Source: an optimization exercise on an open RTL-to-GDS flow (aim: small area and a short achievable clock period). Production flows keep margins and buffers that such runs may drop. The RTL was checked by simulation tests, not by an equivalence proof against the original design.

Setup of run A:
Design enigma_ir_top, start of the top module:
module enigma_ir_top (
  input  logic        clk_100_passthrough,
  input  logic        rst_n,
  input  logic        ir_line,
  input  logic        rotor_load,
  input  logic [14:0] rotor_start,
  input  logic [9:0]  rd_addr,
  output logic        cipher_valid,
  output logic [4:0]  cipher_letter,
  output logic        err_valid,
  output logic [1:0]  err_code,
  output logic [10:0] letter_count,
  output logic [4:0]  rd_data
);
For scale: ~1,400 flip-flops, about 54 I/O pins, about 0.059 sq mm of cells after synthesis.
==> flow/config.mk <==
export PLATFORM = sky130hd
export DESIGN_NAME = enigma_ir_top
export DESIGN_NICKNAME = enigma_ir_top
export VERILOG_FILES = /design/flow/design.v
export SDC_FILE = /design/flow/constraint.sdc
export NUM_CORES = 4
export LEC_CHECK = 0
export CAP_MARGIN = 20
export CORE_MARGIN = 2
export CORE_UTILIZATION = 40
export SLEW_MARGIN = 20
export SYNTH_MEMORY_MAX_BITS = 8192
==> flow/constraint.sdc <==
create_clock -name core_clock -period 27.0 [get_ports {clk_100_passthrough}]
set_input_delay 5.4000 -clock core_clock [delete_from_list [all_inputs] [get_ports {clk_100_passthrough}]]
set_output_delay 5.4000 -clock core_clock [all_outputs]
set_load 0.01 [all_outputs]
standard.sh (not shown) runs the stock make flow with config.mk's settings and CLKGATE_MAP_FILE= SYNTH_SCRIPT=/design/flow/synth_recipe.tcl, a recipe that flattens the netlist after the stock synthesis.
==> flow/flow/run.sh <==
#!/bin/bash
# The standard layout (the standard.sh: ORFS with the standard synthesis
# and the design's SDC unchanged), with two changes to how it is built:
# - repair_timing keeps improving the slowest paths until they have
#   SETUP_SLACK_MARGIN of slack at the design's clock period;
# - clock tree synthesis clusters the flip-flops into groups of up to 10
#   within 50 um, each driven by a clkbuf_8, under a clkbuf_16 tree.
# make's own output goes to standard_finish.log; each ORFS step logs to
# orfs/logs/.
set -euo pipefail
MARGIN=18.6
CTS="-sink_clustering_enable -repair_clock_nets"
CTS="$CTS -sink_clustering_buffer sky130_fd_sc_hd__clkbuf_8"
CTS="$CTS -sink_clustering_size 10 -sink_clustering_max_diameter 50"
CTS="$CTS -tree_buf sky130_fd_sc_hd__clkbuf_16 -root_buf sky130_fd_sc_hd__clkbuf_16"
bash standard.sh SETUP_SLACK_MARGIN=$MARGIN "CTS_ARGS=$CTS" finish > standard_finish.log 2>&1
test -f out/final.def
Setup changes, run A to run B
==> flow/run.sh (new file) <==
#!/bin/bash
# synth_recipe.tcl (not shown) runs the flow's synth.tcl, then flattens the netlist and writes it again
# the make line also repeats each setting of config.mk as NAME=value (left out here)
make -C /OpenROAD-flow-scripts/flow DESIGN_CONFIG=/design/flow/config.mk WORK_HOME=/design/flow/orfs CLKGATE_MAP_FILE= SYNTH_SCRIPT=/design/flow/synth_recipe.tcl finish
removed: flow/flow/run.sh
removed: flow/standard.sh
- Against run A, total vias in the final route in run B came out worse.
- Synthesized area came out exactly the same in run B and run A.
- Global routing usage on met2 (lower): run B
- Design area: run B > run A
- Diff run A -> run B: required time at the worst-slack endpoint rose by 0.02 ns, arrival time at the worst endpoint grew by 2.53 ns, maximum clock frequency saw a decrease.
- Changes observed in run B relative to run A: fraction of area in registers went down by 0.24 points; final wirelength went down by 3.0%.
Edits applied to the flow inputs when going from run B to run C:
==> flow/flow/run.sh (new file) <==
#!/bin/bash
# The standard layout (the standard.sh: ORFS with the standard synthesis),
# with the design's SDC unchanged. Only the repair steps aim further: the
# setup margin makes repair_timing keep improving the slowest paths until
# they have this much slack at the design's clock period.
set -euo pipefail
MARGIN=19
bash standard.sh SETUP_SLACK_MARGIN=$MARGIN finish > standard_finish.log 2>&1
test -f out/final.def
==> flow/standard.sh (new file) <==
#!/bin/bash
# synth_recipe.tcl (not shown) runs the flow's synth.tcl, then flattens the netlist and writes it again
# the make line also repeats each setting of config.mk as NAME=value (left out here)
make -C /OpenROAD-flow-scripts/flow DESIGN_CONFIG=/design/flow/config.mk WORK_HOME=/design/flow/orfs CLKGATE_MAP_FILE= SYNTH_SCRIPT=/design/flow/synth_recipe.tcl "${@:-finish}"
removed: flow/run.sh
Results
- Run C ends up with a non-clock buffer count that is 173 higher than in run B.
- Of run C and run B, the higher met1 wire length belongs to run C.
- The count of clock-buffer cells in the layout in run C was higher than what run B gave.
- Of run C and run B, the lower global-route total usage across every layer belongs to run B.
- Per the comparison of run C with run B, fraction of layout cells with a size suffix above 1 increased 8.1 points, post-route worst hold slack about even.
## Diff of input files: run D against run C
==> flow/flow/run.sh <==
#!/bin/bash
# The standard layout (the standard.sh: ORFS with the standard synthesis
# and the design's SDC unchanged), with two changes to how it is built:
# - repair_timing keeps improving the slowest paths until they have
#   SETUP_SLACK_MARGIN of slack at the design's clock period;
# - clock tree synthesis clusters the flip-flops into groups of up to 10
#   within 50 um, each driven by a clkbuf_8, under a clkbuf_16 tree.
# make's own output goes to standard_finish.log; each ORFS step logs to
# orfs/logs/.
set -euo pipefail
MARGIN=19.3
CTS="-sink_clustering_enable -repair_clock_nets"
CTS="$CTS -sink_clustering_buffer sky130_fd_sc_hd__clkbuf_8"
CTS="$CTS -sink_clustering_size 10 -sink_clustering_max_diameter 50"
CTS="$CTS -tree_buf sky130_fd_sc_hd__clkbuf_16 -root_buf sky130_fd_sc_hd__clkbuf_16"
bash standard.sh SETUP_SLACK_MARGIN=$MARGIN "CTS_ARGS=$CTS" finish > standard_finish.log 2>&1
test -f out/final.def
==> run notes <==
Global-route track usage on met2 ends up lower on run C.
Run D: PASS, flow complete, no timing, DRC or antenna violations
Run D vs run C — number of buffers inserted to repair setup after CTS climbed by more than half
Summary of run D over run C: smallest setup slack after layout now sits higher, detail-routed net length per standard cell now sits higher.
Modified inputs, run E compared to run D
==> flow/flow/run.sh <==
#!/bin/bash
# The standard layout (the standard.sh: ORFS with the standard synthesis
# and the design's SDC unchanged), except that repair_timing keeps
# improving the slowest paths until they have SETUP_SLACK_MARGIN of slack at
# the design's clock period. make's own output goes to
# standard_finish.log; each ORFS step logs to orfs/logs/.
set -euo pipefail
MARGIN=18.6
bash standard.sh SETUP_SLACK_MARGIN=$MARGIN finish > standard_finish.log 2>&1
test -f out/final.def
Findings:
Delta (run E minus run D): global-route wire length before repair lower, critical path depth lower, multi-input logic portion of the cell area lower, number of search-and-repair iterations in the first detailed-routing pass lower.
Count of max-cap constraint violations: run D vs run E identical
Buffer and inverter count on the worst path was higher in the run labelled run D.
Run E against run D: wire length -3.2%, achievable frequency shrank by 5.9 MHz.
> inputs changed (run E -> run F)
- TNS_END_PERCENT now 20, previously not set
==> flow/flow/run.sh <==
#!/bin/bash
# The standard layout (the standard.sh: ORFS with the standard synthesis
# and the design's SDC unchanged), with two changes to how it is built:
# - repair_timing keeps improving the slowest paths until they have
#   SETUP_SLACK_MARGIN of slack at the design's clock period;
# - clock tree synthesis clusters the flip-flops into groups of up to 10
#   within 50 um, each driven by a clkbuf_8, under a clkbuf_16 tree.
# make's own output goes to standard_finish.log; each ORFS step logs to
# orfs/logs/.
set -euo pipefail
MARGIN=18.6
CTS="-sink_clustering_enable -repair_clock_nets"
CTS="$CTS -sink_clustering_buffer sky130_fd_sc_hd__clkbuf_8"
CTS="$CTS -sink_clustering_size 10 -sink_clustering_max_diameter 50"
CTS="$CTS -tree_buf sky130_fd_sc_hd__clkbuf_16 -root_buf sky130_fd_sc_hd__clkbuf_16"
bash standard.sh SETUP_SLACK_MARGIN=$MARGIN "CTS_ARGS=$CTS" finish > standard_finish.log 2>&1
test -f out/final.def
Measured against each other, run F and run E differ in worst hold slack, the lower figure coming from run F.
Comparing run F and run E, global-route usage is higher on run E.
Between run F and run E, the non-clock buffer instance count of the final layout is lower for run E.
Against run E, via count of the first global-routing pass in run F rose slightly.
[compare] base=run E new=run F: number of buffers added for setup after CTS climbed 1; worst setup slack decreased 0.054 ns; clock tree buffer count of the final layout rose by about 15%; area added between synthesis and finish went down by 2.6 points.
Of the two values seen for beginning of the critical path, rd_addr[6] was produced by run F and rd_addr[1] by run E.

-- what the ideal ports hide --
The flow's constraints put no driver on any port. The routed layouts listed below were extracted and timed again, unchanged, in two steps. Step 1 sets driving cells, clkbuf_16 on the clock port and buf_2 on the other inputs (assumed; they add their load-dependent delay and slew). Step 2 times the ports against the registers' clock, not the clock port: input delays grow and output delays shrink by t, the midpoint of the rising clock arrivals with the driver on. Slacks: ideal ports / drivers / drivers and shift; pairs: ideal ports / drivers.
run | t (ns) | slack for setup (ns) | cell pins on the clock port's net
run A | 0.871 | 18.416 / 18.471 / 17.601 | 1
run B | 0.884 | 15.907 / 15.907 / 15.907 | 1
run C | 0.886 | 18.658 / 18.718 / 17.832 | 1
run D | 0.877 | 18.769 / 18.758 / 17.881 | 1
run E | 0.894 | 18.353 / 18.392 / 17.498 | 1
run F | 0.870 | 18.299 / 18.364 / 17.494 | 1
After both steps every run listed still meets setup and hold. For run D, which loses most, drivers alone change the setup slack by -0.011 ns; drivers and shift together by -0.888 ns.
